This is an optimization exercise on Yosys and OpenROAD, whose aim is a short achievable clock period and few clock cycles per item, not a production implementation.
The RTL was checked by simulation tests, not by an equivalence proof against the original design.

==> flow/design.v <==
`timescale 1ns/10ps
package board_pkg;
    localparam int grid_rows = 8;
    localparam int grid_cols = 8;
    typedef logic [2:0] row_t;
    typedef logic [2:0] col_t;
    typedef logic [2:0] cell_t;
    localparam int gem_kinds = 5;
    localparam cell_t cell_empty = 3'd7;
    localparam int run_length = 3;
    typedef logic [grid_rows*grid_cols*3-1:0] board_t;
    typedef logic [grid_rows*grid_cols-1:0] mask_t;
endpackage
`timescale 1ns/10ps
package control_pkg;
    typedef enum logic [1:0] {
        st_idle    = 2'd0,
        st_fill    = 2'd1,
        st_gravity = 2'd2,
        st_clear   = 2'd3
    } engine_state_t;
    typedef enum logic [2:0] {
        dir_none  = 3'd0,
        dir_left  = 3'd1,
        dir_right = 3'd2,
        dir_up    = 3'd3,
        dir_down  = 3'd4
    } dir_t;
endpackage
`timescale 1ns/10ps
module gem_fill (
    input  logic              clk,
    input  logic              reset,
    input  logic              consume,
    output logic              ready,
    output board_pkg::board_t next_board
);
    localparam int K   = 16;
    localparam logic [15:0]          L_RESET = 16'h0852;
    localparam logic [383:0]         Q_RESET = 384'h0000000000000000000000000000000000000000000000000cc2190cc30c51450c21a0d068351421a84330c50c41a0d0;
    localparam board_pkg::board_t    S_RESET = 192'h6628406a288330c41b4610d19ffff8ffffffffffffffffff;
    logic [15:0]    lfsr;
    logic [15:0]    lfsr_adv;
    logic [K*3-1:0] draw_next;
    logic           hold;
    logic [K-1:0]   dv_next;
    logic [2:0]     dg_next [K];
    logic [4:0]     gap_next [K];
    logic [K-1:0]   dv;
    logic [2:0]     dg [K];
    logic [4:0]     gap [K];
    always_comb begin
        draw_next[0] = lfsr[0];
        draw_next[1] = lfsr[1];
        draw_next[2] = lfsr[2];
        draw_next[3] = lfsr[3] ^ lfsr[12] ^ lfsr[14] ^ lfsr[15];
        draw_next[4] = lfsr[0];
        draw_next[5] = lfsr[1];
        draw_next[6] = lfsr[2] ^ lfsr[11] ^ lfsr[13] ^ lfsr[14];
        draw_next[7] = lfsr[3] ^ lfsr[12] ^ lfsr[14] ^ lfsr[15];
        draw_next[8] = lfsr[0];
        draw_next[9] = lfsr[1] ^ lfsr[10] ^ lfsr[12] ^ lfsr[13];
        draw_next[10] = lfsr[2] ^ lfsr[11] ^ lfsr[13] ^ lfsr[14];
        draw_next[11] = lfsr[3] ^ lfsr[12] ^ lfsr[14] ^ lfsr[15];
        draw_next[12] = lfsr[0] ^ lfsr[9] ^ lfsr[11] ^ lfsr[12];
        draw_next[13] = lfsr[1] ^ lfsr[10] ^ lfsr[12] ^ lfsr[13];
        draw_next[14] = lfsr[2] ^ lfsr[11] ^ lfsr[13] ^ lfsr[14];
        draw_next[15] = lfsr[3] ^ lfsr[8] ^ lfsr[10] ^ lfsr[11] ^ lfsr[12] ^ lfsr[14] ^ lfsr[15];
        draw_next[16] = lfsr[0] ^ lfsr[9] ^ lfsr[11] ^ lfsr[12];
        draw_next[17] = lfsr[1] ^ lfsr[10] ^ lfsr[12] ^ lfsr[13];
        draw_next[18] = lfsr[2] ^ lfsr[7] ^ lfsr[9] ^ lfsr[10] ^ lfsr[11] ^ lfsr[13] ^ lfsr[14];
        draw_next[19] = lfsr[3] ^ lfsr[8] ^ lfsr[10] ^ lfsr[11] ^ lfsr[12] ^ lfsr[14] ^ lfsr[15];
        draw_next[20] = lfsr[0] ^ lfsr[9] ^ lfsr[11] ^ lfsr[12];
        draw_next[21] = lfsr[1] ^ lfsr[6] ^ lfsr[8] ^ lfsr[9] ^ lfsr[10] ^ lfsr[12] ^ lfsr[13];
        draw_next[22] = lfsr[2] ^ lfsr[7] ^ lfsr[9] ^ lfsr[10] ^ lfsr[11] ^ lfsr[13] ^ lfsr[14];
        draw_next[23] = lfsr[3] ^ lfsr[8] ^ lfsr[10] ^ lfsr[11] ^ lfsr[12] ^ lfsr[14] ^ lfsr[15];
        draw_next[24] = lfsr[0] ^ lfsr[5] ^ lfsr[7] ^ lfsr[8] ^ lfsr[9] ^ lfsr[11] ^ lfsr[12];
        draw_next[25] = lfsr[1] ^ lfsr[6] ^ lfsr[8] ^ lfsr[9] ^ lfsr[10] ^ lfsr[12] ^ lfsr[13];
        draw_next[26] = lfsr[2] ^ lfsr[7] ^ lfsr[9] ^ lfsr[10] ^ lfsr[11] ^ lfsr[13] ^ lfsr[14];
        draw_next[27] = lfsr[3] ^ lfsr[4] ^ lfsr[6] ^ lfsr[7] ^ lfsr[8] ^ lfsr[10] ^ lfsr[11] ^ lfsr[12] ^ lfsr[14] ^ lfsr[15];
        draw_next[28] = lfsr[0] ^ lfsr[5] ^ lfsr[7] ^ lfsr[8] ^ lfsr[9] ^ lfsr[11] ^ lfsr[12];
        draw_next[29] = lfsr[1] ^ lfsr[6] ^ lfsr[8] ^ lfsr[9] ^ lfsr[10] ^ lfsr[12] ^ lfsr[13];
        draw_next[30] = lfsr[2] ^ lfsr[3] ^ lfsr[5] ^ lfsr[6] ^ lfsr[7] ^ lfsr[9] ^ lfsr[10] ^ lfsr[11] ^ lfsr[13] ^ lfsr[14];
        draw_next[31] = lfsr[3] ^ lfsr[4] ^ lfsr[6] ^ lfsr[7] ^ lfsr[8] ^ lfsr[10] ^ lfsr[11] ^ lfsr[12] ^ lfsr[14] ^ lfsr[15];
        draw_next[32] = lfsr[0] ^ lfsr[5] ^ lfsr[7] ^ lfsr[8] ^ lfsr[9] ^ lfsr[11] ^ lfsr[12];
        draw_next[33] = lfsr[1] ^ lfsr[2] ^ lfsr[4] ^ lfsr[5] ^ lfsr[6] ^ lfsr[8] ^ lfsr[9] ^ lfsr[10] ^ lfsr[12] ^ lfsr[13];
        draw_next[34] = lfsr[2] ^ lfsr[3] ^ lfsr[5] ^ lfsr[6] ^ lfsr[7] ^ lfsr[9] ^ lfsr[10] ^ lfsr[11] ^ lfsr[13] ^ lfsr[14];
        draw_next[35] = lfsr[3] ^ lfsr[4] ^ lfsr[6] ^ lfsr[7] ^ lfsr[8] ^ lfsr[10] ^ lfsr[11] ^ lfsr[12] ^ lfsr[14] ^ lfsr[15];
        draw_next[36] = lfsr[0] ^ lfsr[1] ^ lfsr[3] ^ lfsr[4] ^ lfsr[5] ^ lfsr[7] ^ lfsr[8] ^ lfsr[9] ^ lfsr[11] ^ lfsr[12];
        draw_next[37] = lfsr[1] ^ lfsr[2] ^ lfsr[4] ^ lfsr[5] ^ lfsr[6] ^ lfsr[8] ^ lfsr[9] ^ lfsr[10] ^ lfsr[12] ^ lfsr[13];
        draw_next[38] = lfsr[2] ^ lfsr[3] ^ lfsr[5] ^ lfsr[6] ^ lfsr[7] ^ lfsr[9] ^ lfsr[10] ^ lfsr[11] ^ lfsr[13] ^ lfsr[14];
        draw_next[39] = lfsr[0] ^ lfsr[2] ^ lfsr[4] ^ lfsr[6] ^ lfsr[7] ^ lfsr[8] ^ lfsr[10] ^ lfsr[11] ^ lfsr[12] ^ lfsr[14] ^ lfsr[15];
        draw_next[40] = lfsr[0] ^ lfsr[1] ^ lfsr[3] ^ lfsr[4] ^ lfsr[5] ^ lfsr[7] ^ lfsr[8] ^ lfsr[9] ^ lfsr[11] ^ lfsr[12];
        draw_next[41] = lfsr[1] ^ lfsr[2] ^ lfsr[4] ^ lfsr[5] ^ lfsr[6] ^ lfsr[8] ^ lfsr[9] ^ lfsr[10] ^ lfsr[12] ^ lfsr[13];
        draw_next[42] = lfsr[1] ^ lfsr[5] ^ lfsr[6] ^ lfsr[7] ^ lfsr[9] ^ lfsr[10] ^ lfsr[11] ^ lfsr[12] ^ lfsr[13] ^ lfsr[15];
        draw_next[43] = lfsr[0] ^ lfsr[2] ^ lfsr[4] ^ lfsr[6] ^ lfsr[7] ^ lfsr[8] ^ lfsr[10] ^ lfsr[11] ^ lfsr[12] ^ lfsr[14] ^ lfsr[15];
        draw_next[44] = lfsr[0] ^ lfsr[1] ^ lfsr[3] ^ lfsr[4] ^ lfsr[5] ^ lfsr[7] ^ lfsr[8] ^ lfsr[9] ^ lfsr[11] ^ lfsr[12];
        draw_next[45] = lfsr[0] ^ lfsr[4] ^ lfsr[5] ^ lfsr[6] ^ lfsr[8] ^ lfsr[9] ^ lfsr[10] ^ lfsr[11] ^ lfsr[12] ^ lfsr[14];
        draw_next[46] = lfsr[1] ^ lfsr[5] ^ lfsr[6] ^ lfsr[7] ^ lfsr[9] ^ lfsr[10] ^ lfsr[11] ^ lfsr[12] ^ lfsr[13] ^ lfsr[15];
        draw_next[47] = lfsr[0] ^ lfsr[2] ^ lfsr[4] ^ lfsr[6] ^ lfsr[7] ^ lfsr[8] ^ lfsr[10] ^ lfsr[11] ^ lfsr[12] ^ lfsr[14] ^ lfsr[15];
        for (int t = 0; t < K; t++) begin
            dg_next[t] = draw_next[t*3 +: 3] - 3'd1;
            dv_next[t] = (dg_next[t] < 3'd5);
        end
        gap_next[0] = 5'd0;
        gap_next[1] = 5'(!dv_next[0]);
        gap_next[2] = (5'(!dv_next[0]) + 5'(!dv_next[1]));
        gap_next[3] = (5'(!dv_next[0]) + (5'(!dv_next[1]) + 5'(!dv_next[2])));
        gap_next[4] = ((5'(!dv_next[0]) + 5'(!dv_next[1])) + (5'(!dv_next[2]) + 5'(!dv_next[3])));
        gap_next[5] = ((5'(!dv_next[0]) + 5'(!dv_next[1])) + (5'(!dv_next[2]) + (5'(!dv_next[3]) + 5'(!dv_next[4]))));
        gap_next[6] = ((5'(!dv_next[0]) + (5'(!dv_next[1]) + 5'(!dv_next[2]))) + (5'(!dv_next[3]) + (5'(!dv_next[4]) + 5'(!dv_next[5]))));
        gap_next[7] = ((5'(!dv_next[0]) + (5'(!dv_next[1]) + 5'(!dv_next[2]))) + ((5'(!dv_next[3]) + 5'(!dv_next[4])) + (5'(!dv_next[5]) + 5'(!dv_next[6]))));
        gap_next[8] = (((5'(!dv_next[0]) + 5'(!dv_next[1])) + (5'(!dv_next[2]) + 5'(!dv_next[3]))) + ((5'(!dv_next[4]) + 5'(!dv_next[5])) + (5'(!dv_next[6]) + 5'(!dv_next[7]))));
        gap_next[9] = (((5'(!dv_next[0]) + 5'(!dv_next[1])) + (5'(!dv_next[2]) + 5'(!dv_next[3]))) + ((5'(!dv_next[4]) + 5'(!dv_next[5])) + (5'(!dv_next[6]) + (5'(!dv_next[7]) + 5'(!dv_next[8])))));
        gap_next[10] = (((5'(!dv_next[0]) + 5'(!dv_next[1])) + (5'(!dv_next[2]) + (5'(!dv_next[3]) + 5'(!dv_next[4])))) + ((5'(!dv_next[5]) + 5'(!dv_next[6])) + (5'(!dv_next[7]) + (5'(!dv_next[8]) + 5'(!dv_next[9])))));
        gap_next[11] = (((5'(!dv_next[0]) + 5'(!dv_next[1])) + (5'(!dv_next[2]) + (5'(!dv_next[3]) + 5'(!dv_next[4])))) + ((5'(!dv_next[5]) + (5'(!dv_next[6]) + 5'(!dv_next[7]))) + (5'(!dv_next[8]) + (5'(!dv_next[9]) + 5'(!dv_next[10])))));
        gap_next[12] = (((5'(!dv_next[0]) + (5'(!dv_next[1]) + 5'(!dv_next[2]))) + (5'(!dv_next[3]) + (5'(!dv_next[4]) + 5'(!dv_next[5])))) + ((5'(!dv_next[6]) + (5'(!dv_next[7]) + 5'(!dv_next[8]))) + (5'(!dv_next[9]) + (5'(!dv_next[10]) + 5'(!dv_next[11])))));
        gap_next[13] = (((5'(!dv_next[0]) + (5'(!dv_next[1]) + 5'(!dv_next[2]))) + (5'(!dv_next[3]) + (5'(!dv_next[4]) + 5'(!dv_next[5])))) + ((5'(!dv_next[6]) + (5'(!dv_next[7]) + 5'(!dv_next[8]))) + ((5'(!dv_next[9]) + 5'(!dv_next[10])) + (5'(!dv_next[11]) + 5'(!dv_next[12])))));
        gap_next[14] = (((5'(!dv_next[0]) + (5'(!dv_next[1]) + 5'(!dv_next[2]))) + ((5'(!dv_next[3]) + 5'(!dv_next[4])) + (5'(!dv_next[5]) + 5'(!dv_next[6])))) + ((5'(!dv_next[7]) + (5'(!dv_next[8]) + 5'(!dv_next[9]))) + ((5'(!dv_next[10]) + 5'(!dv_next[11])) + (5'(!dv_next[12]) + 5'(!dv_next[13])))));
        gap_next[15] = (((5'(!dv_next[0]) + (5'(!dv_next[1]) + 5'(!dv_next[2]))) + ((5'(!dv_next[3]) + 5'(!dv_next[4])) + (5'(!dv_next[5]) + 5'(!dv_next[6])))) + (((5'(!dv_next[7]) + 5'(!dv_next[8])) + (5'(!dv_next[9]) + 5'(!dv_next[10]))) + ((5'(!dv_next[11]) + 5'(!dv_next[12])) + (5'(!dv_next[13]) + 5'(!dv_next[14])))));
    end
    always_comb begin
        lfsr_adv[0] = lfsr[4] ^ lfsr[5] ^ lfsr[7] ^ lfsr[8] ^ lfsr[9] ^ lfsr[10] ^ lfsr[11] ^ lfsr[12] ^ lfsr[13] ^ lfsr[14] ^ lfsr[15];
        lfsr_adv[1] = lfsr[0] ^ lfsr[4] ^ lfsr[5] ^ lfsr[6] ^ lfsr[8] ^ lfsr[9] ^ lfsr[10] ^ lfsr[11] ^ lfsr[12] ^ lfsr[14];
        lfsr_adv[2] = lfsr[1] ^ lfsr[5] ^ lfsr[6] ^ lfsr[7] ^ lfsr[9] ^ lfsr[10] ^ lfsr[11] ^ lfsr[12] ^ lfsr[13] ^ lfsr[15];
        lfsr_adv[3] = lfsr[0] ^ lfsr[2] ^ lfsr[4] ^ lfsr[6] ^ lfsr[7] ^ lfsr[8] ^ lfsr[10] ^ lfsr[11] ^ lfsr[12] ^ lfsr[14] ^ lfsr[15];
        lfsr_adv[4] = lfsr[0] ^ lfsr[1] ^ lfsr[3] ^ lfsr[4] ^ lfsr[5] ^ lfsr[7] ^ lfsr[8] ^ lfsr[9] ^ lfsr[11] ^ lfsr[12];
        lfsr_adv[5] = lfsr[1] ^ lfsr[2] ^ lfsr[4] ^ lfsr[5] ^ lfsr[6] ^ lfsr[8] ^ lfsr[9] ^ lfsr[10] ^ lfsr[12] ^ lfsr[13];
        lfsr_adv[6] = lfsr[2] ^ lfsr[3] ^ lfsr[5] ^ lfsr[6] ^ lfsr[7] ^ lfsr[9] ^ lfsr[10] ^ lfsr[11] ^ lfsr[13] ^ lfsr[14];
        lfsr_adv[7] = lfsr[3] ^ lfsr[4] ^ lfsr[6] ^ lfsr[7] ^ lfsr[8] ^ lfsr[10] ^ lfsr[11] ^ lfsr[12] ^ lfsr[14] ^ lfsr[15];
        lfsr_adv[8] = lfsr[0] ^ lfsr[5] ^ lfsr[7] ^ lfsr[8] ^ lfsr[9] ^ lfsr[11] ^ lfsr[12];
        lfsr_adv[9] = lfsr[1] ^ lfsr[6] ^ lfsr[8] ^ lfsr[9] ^ lfsr[10] ^ lfsr[12] ^ lfsr[13];
        lfsr_adv[10] = lfsr[2] ^ lfsr[7] ^ lfsr[9] ^ lfsr[10] ^ lfsr[11] ^ lfsr[13] ^ lfsr[14];
        lfsr_adv[11] = lfsr[3] ^ lfsr[8] ^ lfsr[10] ^ lfsr[11] ^ lfsr[12] ^ lfsr[14] ^ lfsr[15];
        lfsr_adv[12] = lfsr[0] ^ lfsr[9] ^ lfsr[11] ^ lfsr[12];
        lfsr_adv[13] = lfsr[1] ^ lfsr[10] ^ lfsr[12] ^ lfsr[13];
        lfsr_adv[14] = lfsr[2] ^ lfsr[11] ^ lfsr[13] ^ lfsr[14];
        lfsr_adv[15] = lfsr[3] ^ lfsr[12] ^ lfsr[14] ^ lfsr[15];
    end
    logic [K*3-1:0] comp_next;
    logic [K*3-1:0] comp;
    logic [5:0]     cnt;
    always_comb begin
        logic [2:0] lg [K];
        logic       lv [K];
        logic [4:0] lz [K];
        logic [2:0] ng [K];
        logic       nv [K];
        logic [4:0] nz [K];
        for (int t = 0; t < K; t++) begin
            lg[t] = dg[t];
            lv[t] = dv[t];
            lz[t] = gap[t];
        end
        for (int b = 0; b < 5; b++) begin
            if ((1 << b) < K) begin
                for (int p = 0; p < K; p++) begin
                    ng[p] = '0;
                    nv[p] = 1'b0;
                    nz[p] = '0;
                    if (lv[p] && !lz[p][b]) begin
                        ng[p] = lg[p];
                        nv[p] = 1'b1;
                        nz[p] = lz[p];
                    end
                    if (p + (1 << b) < K) begin
                        if (lv[p + (1 << b)] && lz[p + (1 << b)][b]) begin
                            ng[p] = lg[p + (1 << b)];
                            nv[p] = 1'b1;
                            nz[p] = lz[p + (1 << b)];
                        end
                    end
                end
                for (int p = 0; p < K; p++) begin
                    lg[p] = ng[p];
                    lv[p] = nv[p];
                    lz[p] = nz[p];
                end
            end
        end
        for (int p = 0; p < K; p++) begin
            comp_next[p*3 +: 3] = lg[p];
        end
    end
    localparam int CAP = 128;
    logic [CAP*3-1:0] q;
    logic [7:0]       qn;
    logic [6:0]       wp;
    logic             rp;
    logic             take;
    logic [2:0]       rot [K];
    logic [K-1:0]     lane_en;
    logic [2:0]       lane_blk [K];
    logic [3:0]       wlo;
    logic [2:0]       whi;
    assign hold = (qn > 8'(CAP - K));
    assign wlo  = wp[3:0];
    assign whi  = wp[6:4];
    always_comb begin
        logic [3:0] lane_ofs;
        for (int j = 0; j < K; j++) begin
            lane_ofs    = 4'(j) - wlo;
            rot[j]      = comp[((j - int'(wlo)) & (K - 1))*3 +: 3];
            lane_en[j]  = ({1'b0, lane_ofs} < 5'(cnt)) || (cnt == 6'd16);
            lane_blk[j] = (4'(j) >= wlo) ? whi : whi + 3'd1;
        end
    end
    always_ff @(posedge clk or posedge reset) begin
        if (reset) begin
            lfsr <= L_RESET;
            dv   <= '0;
            for (int t = 0; t < K; t++) begin
                dg[t]  <= '0;
                gap[t] <= 5'(t);
            end
            comp <= '0;
            cnt  <= '0;
            q    <= Q_RESET;
            qn   <= 8'd64;
            wp   <= 7'd64;
            rp   <= 1'b0;
        end else begin
            if (!hold) begin
                lfsr <= lfsr_adv;
                dv   <= dv_next;
                for (int t = 0; t < K; t++) begin
                    dg[t]  <= dg_next[t];
                    gap[t] <= gap_next[t];
                end
                comp <= comp_next;
                cnt  <= 6'(K) - 6'(gap[K-1]) - 6'(!dv[K-1]);
                wp   <= wp + 7'(cnt);
                for (int i = 0; i < CAP; i++) begin
                    if (lane_en[i % K] && (lane_blk[i % K] == 3'(i / K))) q[i*3 +: 3] <= rot[i % K];
                end
            end
            qn <= qn + (hold ? 8'd0 : 8'(cnt)) - (take ? 8'd64 : 8'd0);
            if (take) rp <= !rp;
        end
    end
    board_pkg::board_t sb;
    board_pkg::mask_t  smask;
    board_pkg::board_t sb_step;
    logic              svalid;
    match_finder u_smatch (.cells(sb), .mask(smask));
    board_pack   u_spack  (.cells(sb), .kill(smask), .cells_out(sb_step));
    assign take = (qn >= 8'd64) && (!svalid || consume);
    always_ff @(posedge clk or posedge reset) begin
        if (reset) begin
            sb     <= S_RESET;
            svalid <= 1'b1;
        end else if (take) begin
            sb     <= rp ? q[383:192] : q[191:0];
            svalid <= 1'b1;
        end else if (consume) begin
            svalid <= 1'b0;
        end else begin
            sb     <= sb_step;
        end
    end
    assign ready      = svalid;
    assign next_board = sb_step;
endmodule
`timescale 1ns/10ps
`timescale 1ns/10ps
module match_finder (
    input  board_pkg::board_t cells,
    output board_pkg::mask_t  mask
);
    localparam int rows = board_pkg::grid_rows;
    localparam int cols = board_pkg::grid_cols;
    localparam int runl = board_pkg::run_length;
    always_comb begin
        logic hit;
        mask = '0;
        hit  = 1'b0;
        for (int r = 0; r < rows; r++) begin
            for (int c = 0; c <= cols - runl; c++) begin
                hit = (cells[(r*cols+c)*3 +: 3] != board_pkg::cell_empty);
                for (int j = 1; j < runl; j++) begin
                    hit = hit && (cells[(r*cols+c+j)*3 +: 3] == cells[(r*cols+c)*3 +: 3]);
                end
                if (hit) begin
                    for (int j = 0; j < runl; j++) begin
                        mask[r*cols+c+j] = 1'b1;
                    end
                end
            end
        end
        for (int c = 0; c < cols; c++) begin
            for (int r = 0; r <= rows - runl; r++) begin
                hit = (cells[(r*cols+c)*3 +: 3] != board_pkg::cell_empty);
                for (int j = 1; j < runl; j++) begin
                    hit = hit && (cells[((r+j)*cols+c)*3 +: 3] == cells[(r*cols+c)*3 +: 3]);
                end
                if (hit) begin
                    for (int j = 0; j < runl; j++) begin
                        mask[(r+j)*cols+c] = 1'b1;
                    end
                end
            end
        end
    end
endmodule
`timescale 1ns/10ps
module board_pack (
    input  board_pkg::board_t cells,
    input  board_pkg::mask_t  kill,
    output board_pkg::board_t cells_out
);
    function automatic logic [8:0] add_oh(input logic [8:0] a, input logic [8:0] b);
        logic [8:0] s;
        s = '0;
        for (int i = 0; i <= 8; i++) begin
            for (int j = 0; i + j <= 8; j++) begin
                s[i+j] = s[i+j] | (a[i] & b[j]);
            end
        end
        add_oh = s;
    endfunction
    function automatic logic [8:0] bit_oh(input logic k);
        bit_oh = {7'b0, k, !k};
    endfunction
    always_comb begin
        logic [7:0] keep;
        logic [8:0] p23, p45, p67, q47, c1, c3, c5, c7;
        logic [8:0] below [8];
        logic [2:0] v;
        logic       any;
        cells_out = '1;
        for (int c = 0; c < 8; c++) begin
            for (int r = 0; r < 8; r++) begin
                keep[r] = (cells[(r*8+c)*3 +: 3] != board_pkg::cell_empty) && !kill[r*8+c];
            end
            p67 = add_oh(bit_oh(keep[6]), bit_oh(keep[7]));
            p45 = add_oh(bit_oh(keep[4]), bit_oh(keep[5]));
            p23 = add_oh(bit_oh(keep[2]), bit_oh(keep[3]));
            q47 = add_oh(p45, p67);
            c7  = bit_oh(keep[7]);
            c5  = add_oh(bit_oh(keep[5]), p67);
            c3  = add_oh(bit_oh(keep[3]), q47);
            c1  = add_oh(add_oh(bit_oh(keep[1]), p23), q47);
            below[7] = 9'b1;
            below[6] = c7;
            below[5] = p67;
            below[4] = c5;
            below[3] = q47;
            below[2] = c3;
            below[1] = add_oh(p23, q47);
            below[0] = c1;
            for (int j = 0; j < 8; j++) begin
                v   = '0;
                any = 1'b0;
                for (int r = 0; r <= j; r++) begin
                    if (keep[r] && below[r][7-j]) begin
                        v   = v | cells[(r*8+c)*3 +: 3];
                        any = 1'b1;
                    end
                end
                cells_out[(j*8+c)*3 +: 3] = any ? v : board_pkg::cell_empty;
            end
        end
    end
endmodule
`timescale 1ns/10ps
module cursor_ctrl (
    input  logic              clk,
    input  logic              reset,
    input  logic              enable,
    input  logic              left,
    input  logic              right,
    input  logic              up,
    input  logic              down,
    input  logic              enter,
    output board_pkg::row_t   cursor_row,
    output board_pkg::col_t   cursor_col,
    output logic              selected,
    output logic              swap_try,
    output logic [3:0]        swap_dir,
    output logic [63:0]       cursor_oh
);
    logic [3:0] req;
    logic [3:0] nb_ok;
    logic       has_neighbour;
    assign req[0] = left;
    assign req[1] = !left && right;
    assign req[2] = !left && !right && up;
    assign req[3] = !left && !right && !up && down;
    assign nb_ok[0] = (cursor_col != '0);
    assign nb_ok[1] = (cursor_col != board_pkg::col_t'(board_pkg::grid_cols - 1));
    assign nb_ok[2] = (cursor_row != '0);
    assign nb_ok[3] = (cursor_row != board_pkg::row_t'(board_pkg::grid_rows - 1));
    assign has_neighbour = |(req & nb_ok);
    assign swap_try = enable && !enter && selected && has_neighbour;
    assign swap_dir = req;
    board_pkg::row_t row_next;
    board_pkg::col_t col_next;
    logic            sel_next;
    always_comb begin
        row_next = cursor_row;
        col_next = cursor_col;
        sel_next = selected;
        if (enable) begin
            if (enter) begin
                sel_next = ~selected;
            end else if (|req) begin
                if (selected) begin
                    sel_next = 1'b0;
                end else if (has_neighbour) begin
                    if (req[0]) col_next = cursor_col - 1'b1;
                    if (req[1]) col_next = cursor_col + 1'b1;
                    if (req[2]) row_next = cursor_row - 1'b1;
                    if (req[3]) row_next = cursor_row + 1'b1;
                end
            end
        end
    end
    always_ff @(posedge clk or posedge reset) begin
        if (reset) begin
            cursor_row <= '0;
            cursor_col <= '0;
            selected   <= 1'b0;
            cursor_oh  <= 64'b1;
        end else begin
            cursor_row <= row_next;
            cursor_col <= col_next;
            selected   <= sel_next;
            for (int i = 0; i < 64; i++) begin
                cursor_oh[i] <= ({row_next, col_next} == 6'(i));
            end
        end
    end
endmodule
`timescale 1ns/10ps
module swap_trial #(
    parameter int D = 0
) (
    input  board_pkg::board_t cells,
    input  logic [63:0]       cur_oh,
    output logic              keep,
    output board_pkg::board_t next
);
    localparam int OFS = (D == 0) ? -1 : (D == 1) ? 1 : (D == 2) ? -8 : 8;
    board_pkg::board_t trial;
    board_pkg::mask_t  tmask;
    board_pkg::mask_t  kill;
    logic              moves_empty;
    function automatic logic has_nb(input int i);
        case (D)
            0:       has_nb = ((i % 8) != 0);
            1:       has_nb = ((i % 8) != 7);
            2:       has_nb = ((i / 8) != 0);
            default: has_nb = ((i / 8) != 7);
        endcase
    endfunction
    always_comb begin
        trial       = cells;
        moves_empty = 1'b0;
        for (int i = 0; i < 64; i++) begin
            if (has_nb(i)) begin
                if (cur_oh[i]) begin
                    trial[i*3 +: 3] = cells[(i+OFS)*3 +: 3];
                    moves_empty = moves_empty
                               || (cells[i*3 +: 3] == board_pkg::cell_empty)
                               || (cells[(i+OFS)*3 +: 3] == board_pkg::cell_empty);
                end
            end
            if (i - OFS >= 0 && i - OFS < 64) begin
                if (has_nb(i - OFS) && cur_oh[i-OFS]) begin
                    trial[i*3 +: 3] = cells[(i-OFS)*3 +: 3];
                end
            end
        end
    end
    match_finder u_tmatch (
        .cells (trial),
        .mask  (tmask)
    );
    assign keep = |tmask;
    assign kill = moves_empty ? '0 : tmask;
    board_pack u_tpack (
        .cells     (trial),
        .kill      (kill),
        .cells_out (next)
    );
endmodule
`timescale 1ns/10ps
module match3_core (
    input  logic             clk,
    input  logic             reset,
    input  logic             left,
    input  logic             right,
    input  logic             up,
    input  logic             down,
    input  logic             enter,
    input  logic             game_reset,
    input  board_pkg::row_t  rd_row,
    input  board_pkg::col_t  rd_col,
    output board_pkg::cell_t rd_cell,
    output board_pkg::row_t  cursor_row,
    output board_pkg::col_t  cursor_col,
    output logic             selected,
    output logic             busy
);
    board_pkg::board_t board;
    board_pkg::mask_t  bmask;
    board_pkg::board_t board_step;
    logic              wait_game;
    logic              board_match;
    logic              accept;
    logic              swap_try;
    logic [3:0]        swap_dir;
    logic [3:0]        dir_keep;
    board_pkg::board_t dir_next [4];
    logic [63:0]       cur_oh;
    logic              swap_keep;
    board_pkg::board_t swap_next;
    logic              game_ready;
    logic              game_take;
    board_pkg::board_t game_board;
    match_finder u_board_matches (
        .cells (board),
        .mask  (bmask)
    );
    board_pack u_board_pack (
        .cells  (board),
        .kill   (bmask),
        .cells_out (board_step)
    );
    assign board_match = |bmask;
    assign busy        = wait_game || board_match;
    assign accept      = !busy;
    cursor_ctrl u_cursor_ctrl (
        .clk        (clk),
        .reset      (reset),
        .enable     (accept),
        .left       (left),
        .right      (right),
        .up         (up),
        .down       (down),
        .enter      (enter),
        .cursor_row (cursor_row),
        .cursor_col (cursor_col),
        .selected   (selected),
        .swap_try   (swap_try),
        .swap_dir   (swap_dir),
        .cursor_oh  (cur_oh)
    );
    for (genvar d = 0; d < 4; d++) begin : g_trial
        swap_trial #(.D(d)) u_trial (
            .cells   (board),
            .cur_oh  (cur_oh),
            .keep    (dir_keep[d]),
            .next    (dir_next[d])
        );
    end
    assign swap_keep = swap_try && |(swap_dir & dir_keep);
    always_comb begin
        swap_next = dir_next[3];
        if (swap_dir[0]) swap_next = dir_next[0];
        else if (swap_dir[1]) swap_next = dir_next[1];
        else if (swap_dir[2]) swap_next = dir_next[2];
    end
    assign game_take = game_ready && ((accept && game_reset) || wait_game);
    gem_fill u_gem_fill (
        .clk        (clk),
        .reset      (reset),
        .consume    (game_take),
        .ready      (game_ready),
        .next_board (game_board)
    );
    always_ff @(posedge clk or posedge reset) begin
        if (reset) begin
            board     <= {board_pkg::grid_rows*board_pkg::grid_cols{board_pkg::cell_empty}};
            wait_game <= 1'b0;
        end else if (game_take) begin
            board     <= game_board;
            wait_game <= 1'b0;
        end else if (accept && game_reset) begin
            wait_game <= 1'b1;
        end else if (accept && swap_keep) begin
            board     <= swap_next;
        end else begin
            board     <= board_step;
        end
    end
    always_comb begin
        logic [7:0] rsel;
        logic [7:0] csel;
        logic [2:0] rowv [8];
        for (int i = 0; i < 8; i++) begin
            rsel[i] = (rd_row == 3'(i));
            csel[i] = (rd_col == 3'(i));
        end
        rd_cell = '0;
        for (int r = 0; r < 8; r++) begin
            rowv[r] = '0;
            for (int c = 0; c < 8; c++) begin
                rowv[r] = rowv[r] | (board[(r*8+c)*3 +: 3] & {3{csel[c]}});
            end
            rd_cell = rd_cell | (rowv[r] & {3{rsel[r]}});
        end
    end
endmodule
==> flow/run.sh <==
#!/bin/bash
# synth_recipe.tcl (not shown) runs the flow's synth.tcl, then flattens the netlist and writes it again
# the make line also repeats each setting of config.mk as NAME=value (left out here)
make -C /OpenROAD-flow-scripts/flow DESIGN_CONFIG=/design/flow/config.mk WORK_HOME=/design/flow/orfs CLKGATE_MAP_FILE= SYNTH_SCRIPT=/design/flow/synth_recipe.tcl finish
==> flow/config.mk <==
export PLATFORM = sky130hd
export DESIGN_NAME = match3_core
export DESIGN_NICKNAME = match3_core
export VERILOG_FILES = /design/flow/design.v
export SDC_FILE = /design/flow/constraint.sdc
export NUM_CORES = 4
export LEC_CHECK = 0
export CAP_MARGIN = 20
export CORE_MARGIN = 2
export CORE_UTILIZATION = 25
export PLACE_DENSITY = 0.55
export SETUP_SLACK_MARGIN = 4.5
export SLEW_MARGIN = 20
export TNS_END_PERCENT = 10
==> flow/constraint.sdc <==
create_clock -name core_clock -period 10.0 [get_ports {clk}]
set_input_delay 2.0000 -clock core_clock [delete_from_list [all_inputs] [get_ports {clk}]]
set_output_delay 2.0000 -clock core_clock [all_outputs]
set_load 0.01 [all_outputs]
==> results of run 1 <==
==> cell families after synthesis <==
logic type / count (synthesis) / synth area share (%)
mux: 1086 / 6.37
simple gates: 10900 / 28.3
xor+xnor: 135 / 0.622
compound gates: 10800 / 40.5
flops: 1044 / 14.0
buf+inv: 3312 / 6.83
fa+ha+maj: 481 / 3.35
==> cell usage after synthesis, types with 351 or more instances <==
library cell	count	area share [%]
dfrtp_1	625	8.2
nor2_1	1908	3.8
o22ai_1	588	1.9
o21ai_0	1282	3.4
nand2_1	2596	5.1
mux2_2	464	2.7
clkbuf_1	1991	3.9
mux2i_1	569	3.0
a221oi_1	351	1.6
a31oi_1	362	1.2
nor3_1	848	2.2
or3_1	592	1.9
inv_1	697	1.4
a222oi_1	816	4.3
ha_1	435	2.9
a22oi_1	686	2.7
a21oi_1	2216	5.8
a21o_1	671	2.6
dfstp_2	419	5.8
and3_1	516	1.7
nand3_1	2275	6.0
nand2b_1	371	1.2
a211oi_1	389	1.5
nor2b_1	453	1.5
o2111ai_1	405	1.9
==> routing by layer <==
metal	GRT overflow	global-route usage (%)
met5	0	34.2
met4	0	50.3
met3	0	42.5
met2	1	61.5
met1	0	49.3
==> timing repair <==
action,4_1_cts
cloned,33
endpoints found under the hold margin,0
resized for setup,2412
setup buffers,721
pin swaps,364
setup endpoints to repair,481
==> how the worst min path moves through the flow <==
stage                            end  slack [ps]  cells past startpoint
2_1_floorplan      u_gem_fill.q[124]         440                      2
3_3_place_gp   u_gem_fill.gap[13][0]         460                      2
3_5_place_dp        u_gem_fill.q[75]         470                      2
4_1_cts         u_gem_fill.gap[3][0]         480                      2
==> per-stage QoR <==
stage | instances | utilization (%) | setup slack, ps
3_5_place_dp | 38600 | 29.1 | 1110
4_1_cts | 39600 | 32.0 | 3310
2_1_floorplan | 27700 | - | -6050
3_3_place_gp | 38500 | 28.9 | -821
==> flow_summary.json, run 1 <==
{
  "error": "[ERROR GRT-0232] Routing congestion too high. Check the congestion heatmap in the GUI.",
  "io-pin-count": 25,
  "postPlaceCellArea_mm2": 0.221,
  "ys.warnings.count": 25,
  "grt_max_degree": 278,
  "lastStage": "global routing",
  "cts_buffers": 151,
  "cts_htree_levels": 4,
  "cell_area_after_technology_mapping_mm2": 0.190,
  "status": "did not finish",
  "number_of_standard_cells_after_synthesis": 27700,
  "place_congestion": 1.44,
  "starting_utilization_of_the_core_area_pct": 25.1,
  "synth-edff-count": 0,
  "synth_seq_cells": 1044,
  "syn_area_per_cell_um2": 6.85,
  "die_h_um": 876,
  "cts.sink_count": 1044,
  "die_x_um": 876,
  "synth.distinct_cells": 128,
  "fp-row-count": 320,
  "asyncSetResetFlopFracSynth_pct": 100,
  "gr-total-overflow": 1,
  "cts-root-to-sink-buffers": 4,
  "place.port_buffers": 24,
  "grt.total_usage_pct": 51.0,
  "cts_hold_repair.buffers": 0,
  "yosys_most_used_dff": "dfrtp_1",
  "ctsRootBufferMaster": "clkbuf_16",
  "sequential_fraction_of_the_synthesis_area_pct": 14.0,
  "postSynthNetCount": 28200,
  "detailed_place_hpwl_mm": 1460
}
Testbench counts, summed over its fixed seeds: cycles 3,309, commands 492.
==> inputs of run 2 (changes only) <==
--- a/flow/design.v
+++ b/flow/design.v
@@ -37,6 +37,6 @@
 );
     localparam int K   = 16;
-    localparam logic [15:0]          L_RESET = 16'h0852;
-    localparam logic [383:0]         Q_RESET = 384'h0000000000000000000000000000000000000000000000000cc2190cc30c51450c21a0d068351421a84330c50c41a0d0;
+    localparam logic [15:0]          L_RESET = 16'h36b7;
+    localparam logic [383:0]         Q_RESET = 384'h51431441a0cc3086834190cc31064331068341a0cc5144190cc2190cc30c51450c21a0d068351421a84330c50c41a0d0;
     localparam board_pkg::board_t    S_RESET = 192'h6628406a288330c41b4610d19ffff8ffffffffffffffffff;
     logic [15:0]    lfsr;
@@ -217,6 +217,6 @@
             cnt  <= '0;
             q    <= Q_RESET;
-            qn   <= 8'd64;
-            wp   <= 7'd64;
+            qn   <= 8'd128;
+            wp   <= 7'd0;
             rp   <= 1'b0;
         end else begin
@@ -433,19 +433,24 @@
 endmodule
 `timescale 1ns/10ps
-module swap_trial #(
-    parameter int D = 0
-) (
+module swap_trial (
     input  board_pkg::board_t cells,
     input  logic [63:0]       cur_oh,
+    input  logic [3:0]        dir,
     output logic              keep,
-    output board_pkg::board_t next
+    output board_pkg::board_t trial,
+    output board_pkg::mask_t  kill
 );
-    localparam int OFS = (D == 0) ? -1 : (D == 1) ? 1 : (D == 2) ? -8 : 8;
-    board_pkg::board_t trial;
     board_pkg::mask_t  tmask;
-    board_pkg::mask_t  kill;
     logic              moves_empty;
-    function automatic logic has_nb(input int i);
-        case (D)
+    function automatic int ofs(input int d);
+        case (d)
+            0:       ofs = -1;
+            1:       ofs = 1;
+            2:       ofs = -8;
+            default: ofs = 8;
+        endcase
+    endfunction
+    function automatic logic has_nb(input int i, input int d);
+        case (d)
             0:       has_nb = ((i % 8) != 0);
             1:       has_nb = ((i % 8) != 7);
@@ -457,16 +462,18 @@
         trial       = cells;
         moves_empty = 1'b0;
-        for (int i = 0; i < 64; i++) begin
-            if (has_nb(i)) begin
-                if (cur_oh[i]) begin
-                    trial[i*3 +: 3] = cells[(i+OFS)*3 +: 3];
-                    moves_empty = moves_empty
-                               || (cells[i*3 +: 3] == board_pkg::cell_empty)
-                               || (cells[(i+OFS)*3 +: 3] == board_pkg::cell_empty);
+        for (int d = 0; d < 4; d++) begin
+            for (int i = 0; i < 64; i++) begin
+                if (has_nb(i, d)) begin
+                    if (dir[d] && cur_oh[i]) begin
+                        trial[i*3 +: 3] = cells[(i+ofs(d))*3 +: 3];
+                        moves_empty = moves_empty
+                                   || (cells[i*3 +: 3] == board_pkg::cell_empty)
+                                   || (cells[(i+ofs(d))*3 +: 3] == board_pkg::cell_empty);
+                    end
                 end
-            end
-            if (i - OFS >= 0 && i - OFS < 64) begin
-                if (has_nb(i - OFS) && cur_oh[i-OFS]) begin
-                    trial[i*3 +: 3] = cells[(i-OFS)*3 +: 3];
+                if (i - ofs(d) >= 0 && i - ofs(d) < 64) begin
+                    if (has_nb(i - ofs(d), d) && dir[d] && cur_oh[i-ofs(d)]) begin
+                        trial[i*3 +: 3] = cells[(i-ofs(d))*3 +: 3];
+                    end
                 end
             end
@@ -479,9 +486,4 @@
     assign keep = |tmask;
     assign kill = moves_empty ? '0 : tmask;
-    board_pack u_tpack (
-        .cells     (trial),
-        .kill      (kill),
-        .cells_out (next)
-    );
 endmodule
 `timescale 1ns/10ps
@@ -504,5 +506,9 @@
 );
     board_pkg::board_t board;
+    board_pkg::board_t nboard;
+    board_pkg::board_t board_next;
+    board_pkg::board_t bcopy;
     board_pkg::mask_t  bmask;
+    board_pkg::mask_t  cmask;
     board_pkg::board_t board_step;
     logic              wait_game;
@@ -511,9 +517,11 @@
     logic              swap_try;
     logic [3:0]        swap_dir;
-    logic [3:0]        dir_keep;
-    board_pkg::board_t dir_next [4];
+    logic              trial_keep;
+    board_pkg::board_t trial_board;
+    board_pkg::mask_t  trial_kill;
+    board_pkg::board_t pack_in;
+    board_pkg::mask_t  pack_kill;
     logic [63:0]       cur_oh;
     logic              swap_keep;
-    board_pkg::board_t swap_next;
     logic              game_ready;
     logic              game_take;
@@ -523,10 +531,9 @@
         .mask  (bmask)
     );
-    board_pack u_board_pack (
-        .cells  (board),
-        .kill   (bmask),
-        .cells_out (board_step)
+    match_finder u_copy_matches (
+        .cells (bcopy),
+        .mask  (cmask)
     );
-    assign board_match = |bmask;
+    assign board_match = |cmask;
     assign busy        = wait_game || board_match;
     assign accept      = !busy;
@@ -547,19 +554,26 @@
         .cursor_oh  (cur_oh)
     );
-    for (genvar d = 0; d < 4; d++) begin : g_trial
-        swap_trial #(.D(d)) u_trial (
-            .cells   (board),
-            .cur_oh  (cur_oh),
-            .keep    (dir_keep[d]),
-            .next    (dir_next[d])
-        );
-    end
-    assign swap_keep = swap_try && |(swap_dir & dir_keep);
-    always_comb begin
-        swap_next = dir_next[3];
-        if (swap_dir[0]) swap_next = dir_next[0];
-        else if (swap_dir[1]) swap_next = dir_next[1];
-        else if (swap_dir[2]) swap_next = dir_next[2];
+    swap_trial u_trial (
+        .cells   (board),
+        .cur_oh  (cur_oh),
+        .dir     (swap_dir),
+        .keep    (trial_keep),
+        .trial   (trial_board),
+        .kill    (trial_kill)
+    );
+    assign swap_keep = swap_try && !game_reset && trial_keep;
+    always_comb begin
+        pack_in   = board;
+        pack_kill = bmask;
+        if (accept && swap_keep) begin
+            pack_in   = trial_board;
+            pack_kill = trial_kill;
+        end
     end
+    board_pack u_board_pack (
+        .cells     (pack_in),
+        .kill      (pack_kill),
+        .cells_out (board_step)
+    );
     assign game_take = game_ready && ((accept && game_reset) || wait_game);
     gem_fill u_gem_fill (
@@ -570,19 +584,27 @@
         .next_board (game_board)
     );
+    always_comb begin
+        if (game_take) begin
+            board_next = game_board;
+        end else begin
+            board_next = board_step;
+        end
+    end
     always_ff @(posedge clk or posedge reset) begin
         if (reset) begin
-            board     <= {board_pkg::grid_rows*board_pkg::grid_cols{board_pkg::cell_empty}};
+            nboard    <= '0;
+            bcopy     <= {board_pkg::grid_rows*board_pkg::grid_cols{board_pkg::cell_empty}};
             wait_game <= 1'b0;
-        end else if (game_take) begin
-            board     <= game_board;
-            wait_game <= 1'b0;
-        end else if (accept && game_reset) begin
-            wait_game <= 1'b1;
-        end else if (accept && swap_keep) begin
-            board     <= swap_next;
         end else begin
-            board     <= board_step;
+            nboard    <= ~board_next;
+            bcopy     <= board_next;
+            if (game_take) begin
+                wait_game <= 1'b0;
+            end else if (accept && game_reset) begin
+                wait_game <= 1'b1;
+            end
         end
     end
+    assign board = ~nboard;
     always_comb begin
         logic [7:0] rsel;
@@ -597,5 +619,5 @@
             rowv[r] = '0;
             for (int c = 0; c < 8; c++) begin
-                rowv[r] = rowv[r] | (board[(r*8+c)*3 +: 3] & {3{csel[c]}});
+                rowv[r] = rowv[r] | (bcopy[(r*8+c)*3 +: 3] & {3{csel[c]}});
             end
             rd_cell = rd_cell | (rowv[r] & {3{rsel[r]}});
==> flow/config.mk (replaced) <==
export PLATFORM = sky130hd
export DESIGN_NAME = match3_core
export DESIGN_NICKNAME = match3_core
export VERILOG_FILES = /design/flow/design.v
export SDC_FILE = /design/flow/constraint.sdc
export NUM_CORES = 4
export LEC_CHECK = 0
export CAP_MARGIN = 40
export CORE_MARGIN = 2
export CORE_UTILIZATION = 30
export PLACE_DENSITY = 0.5
export SLEW_MARGIN = 40
==> run 2 against run 1 <==
Net effect:
- now clean on timing, DRC and antenna
- synthesized area down 31%
- synthesized cell count down 37%
==> flow_summary.json, run 2 <==
{
  "synth_simple_gate_area_share_pct": 26.9,
  "post_cts_resize_count": 0,
  "setup_repair_after_global_routing_missed_its_margin": "false",
  "wire_per_inst_um": 35.0,
  "period_share_pct": 94.9,
  "leading_cell_type_in_the_layout_fill_and_taps_excluded": "nand2_1",
  "ys_top_cells_by_count": "nand2_1 (1829), clkbuf_1 (1398), nor2_1 (1234)",
  "cts_tree": "built",
  "grt_pass1_wl_mm": 1130,
  "largest_incremental_delay_on_the_critical_path_ps": 900,
  "floorplan.core_area_mm2": 0.434,
  "tightest_slew_ps": 1040,
  "asyncSetResetFlopFracSynth_pct": 100,
  "ys_top_cells_by_area": "dfrtp_1 (14%), dfstp_2 (9.8%), nand2_1 (5.3%)",
  "fp-row-count": 242,
  "largest_reg_flops": 384,
  "final_max_slew_viol_count": 0,
  "layoutNonFillerInstCount": 23300,
  "starting_utilization_of_the_core_area_pct": 30.1,
  "syn_area_per_cell_um2": 7.45,
  "postPlaceCellArea_mm2": 0.142,
  "first_global_vias": 142000,
  "post-cts-setup-buffer-count": 0,
  "critPathMaxFanout": 30,
  "status": "timing/DRC/antenna clean",
  "postSynthNetCount": 17800,
  "yosysMostFrequentCell": "nand2_1",
  "firstDrtPassIters": 17,
  "antenna_left": 0,
  "clkTransAtPathRegs_ps": 60,
  "synth-compound-area-share_pct": 31.8,
  "timing.critical_path.from_type": "input pin",
  "cts-root-to-sink-buffers": 4,
  "cp.required_ps": 10860,
  "fin_ws_ps": 509,
  "gr-total-overflow": 0,
  "place_congestion": 1.07,
  "numPlacedInstances": 22900,
  "die_h_um": 663,
  "ctsRootBufferMaster": "clkbuf_16",
  "final_cell_area_mm2": 0.148,
  "synth.distinct_cells": 126,
  "fin_setup_tns_ps": 0,
  "criticalPathCategory": "input pin to flop",
  "yosys_most_used_dff": "dfrtp_1",
  "dpl_worst_slack_ps": 64.4,
  "detailed_place_hpwl_mm": 615,
  "cts_hold_repair.buffers": 0,
  "cell_area_after_technology_mapping_mm2": 0.130,
  "io-pin-count": 25,
  "die_x_um": 663,
  "timing.slew.headroom_pct": 30.4,
  "synth-edff-count": 0,
  "grt.total_usage_pct": 35.2,
  "max_freq_ghz": 0.105,
  "most-common-layout-cells": "nand2_1 (1826), buf_4 (1240), nor2_1 (1224)",
  "arrival_ps": 10350,
  "synth_top_family_by_area": "compound AO/OA/AOI/OAI gates",
  "cts.sink_count": 1235,
  "yosys-mux-area-fraction_pct": 6.51,
  "cts_htree_levels": 4,
  "synthDominantCellAreaShare_pct": 14.3,
  "remaining_drc_errors": 0,
  "drt_iter0_markers": 25300,
  "cpMaxStageDelayCell": "or4_1",
  "cts_buffers": 162,
  "ys.warnings.count": 20,
  "crit_top_cell": "buf_4",
  "fillCellCount": 46100,
  "yosysTopAreaCell": "dfrtp_1",
  "wirelength_mm": 814,
  "synthXorXnorAreaFrac_pct": 0.812,
  "clock_insertion_delay_worst_skew_ps": 950,
  "final_layout_size_suffix_gt1_share_pct": 16.1,
  "maxcap_viol_count": 0,
  "period_minus_slack_ps": 9490,
  "worst_hold_path_type": "flop to flop",
  "hold_viol_final": 0,
  "number_of_setup_violations_in_the_final_report": 0,
  "regMostFlops": "u_gem_fill.q",
  "syn_to_final_growth_pct": 13.8,
  "yosys.area_share.adder_pct": 2.95,
  "timing.clock.skew_ps": 104,
  "number_of_standard_cells_after_synthesis": 17500,
  "place.port_buffers": 24,
  "sequential_fraction_of_the_synthesis_area_pct": 24.2,
  "vias": 157000,
  "grt_antenna_before_repair": 57,
  "fp.dieArea_mm2": 0.440,
  "grt_max_degree": 155,
  "avgViaCountPerCell": 6.74,
  "end_kind": "flop",
  "synth_seq_cells": 1235,
  "design.final.nets": 17600
}
==> run 2: changes by cell type after synthesis, sizes merged, moves of 491 or more <==
cell    previous run  this run
nand3           2275      1057
a21oi           2220      1063
nand2           2598      1829
nor2            1911      1237
clkbuf          1994      1400
a21o             671       115
a222oi           816       325
==> run 2: layer usage <==
metal  GRT usage (%)  up-vias  wire, µm
li1                -    66800         -
met1            43.8    75900    310000
met2            51.2    11000    332000
met3            9.34     3039     89600
met4            28.2       32     81000
met5               0        -       346
==> run 2: layout make-up <==
cell class                 instances  area [µm²]  share of cell area (%)
multi-input combinational      14000       91200                    61.5
tap                             5734        7170                    4.83
clock buffer                     227        4620                    3.11
sequential                      1235       31500                    21.3
clock inverter                    71         948                   0.639
timing repair buffer            1348       10700                    7.23
inverter                         558        2100                    1.42
antenna                           33        82.6                  0.0556
==> run 2: through the flow <==
step	utilization, %	hold WS (ps)
final	34.2	466
after global routing	34.2	479
after CTS	34.1	468
after detailed placement	32.8	455
after global placement	32.7	454
after floorplan	-	441
==> run 2: kinds of logic after synthesis <==
family,count (synthesis)
multiplexers,755
adder cells (fa/ha/maj),281
flip-flops,1235
AO/OA/AOI/OAI,5853
AND/OR/NAND/NOR,7038
buffers and inverters,2239
XOR/XNOR,121
==> run 2: path summary, 6_finish.rpt <==
check	cells after the start	endpoint	slack [ps]	startpoint
worst min-delay path	2	u_gem_fill.gap[1][0]	470	u_gem_fill.gap[1][0]
worst max register to register	29	bcopy[164]	1260	u_cursor_ctrl.cursor_oh[4]
max in group asynchronous	6	u_gem_fill.q[218]	6170	reset
worst min register to register	2	u_gem_fill.gap[1][0]	470	u_gem_fill.gap[1][0]
min in group asynchronous	2	u_gem_fill.q[334]	1590	reset
worst max-delay path	28	bcopy[164]	510	left
==> run 2: critical path, delay by kind of cell <==
| kind | cells | cell delay [ps] |
|---|---|---|
| simple gates | 8 | 3400 |
| compound gates | 9 | 2600 |
| buf+inv | 9 | 1680 |
| mux | 1 | 340 |
| fa+ha+maj | 1 | 200 |
Testbench counts of run 2, summed over its fixed seeds: cycles 3,291, commands 492.

-- afterwards: timing with drivers on the ports --
The flow's constraints put no driver on any port. The routed layout listed below was extracted and timed again, unchanged, in two steps. Step 1: set_driving_cell puts a clkbuf_16 on clk and a buf_2 on each other input, an assumption about the parent block. Step 2, shift: input delay + t, output delay - t, t = (earliest + latest rising clock arrival at the registers) / 2. This alone moves slack from input paths to output paths. Three values: ideal, step 1, step 2; two values: the first two.
run: run 2
t (ns): 1.002
setup slack, ns: 0.509 / 0.559 / -0.443
hold WS [ns]: 0.466 / 0.466 / 0.466
clock arrival spread, ns: 0.105 / 0.104
cell pins on the clock port's net: 1
With both steps, setup timing fails in run 2, where it was met with ideal ports. The setup slack of run 2 moves by +0.050 ns with the drivers and by -0.952 ns with both steps.
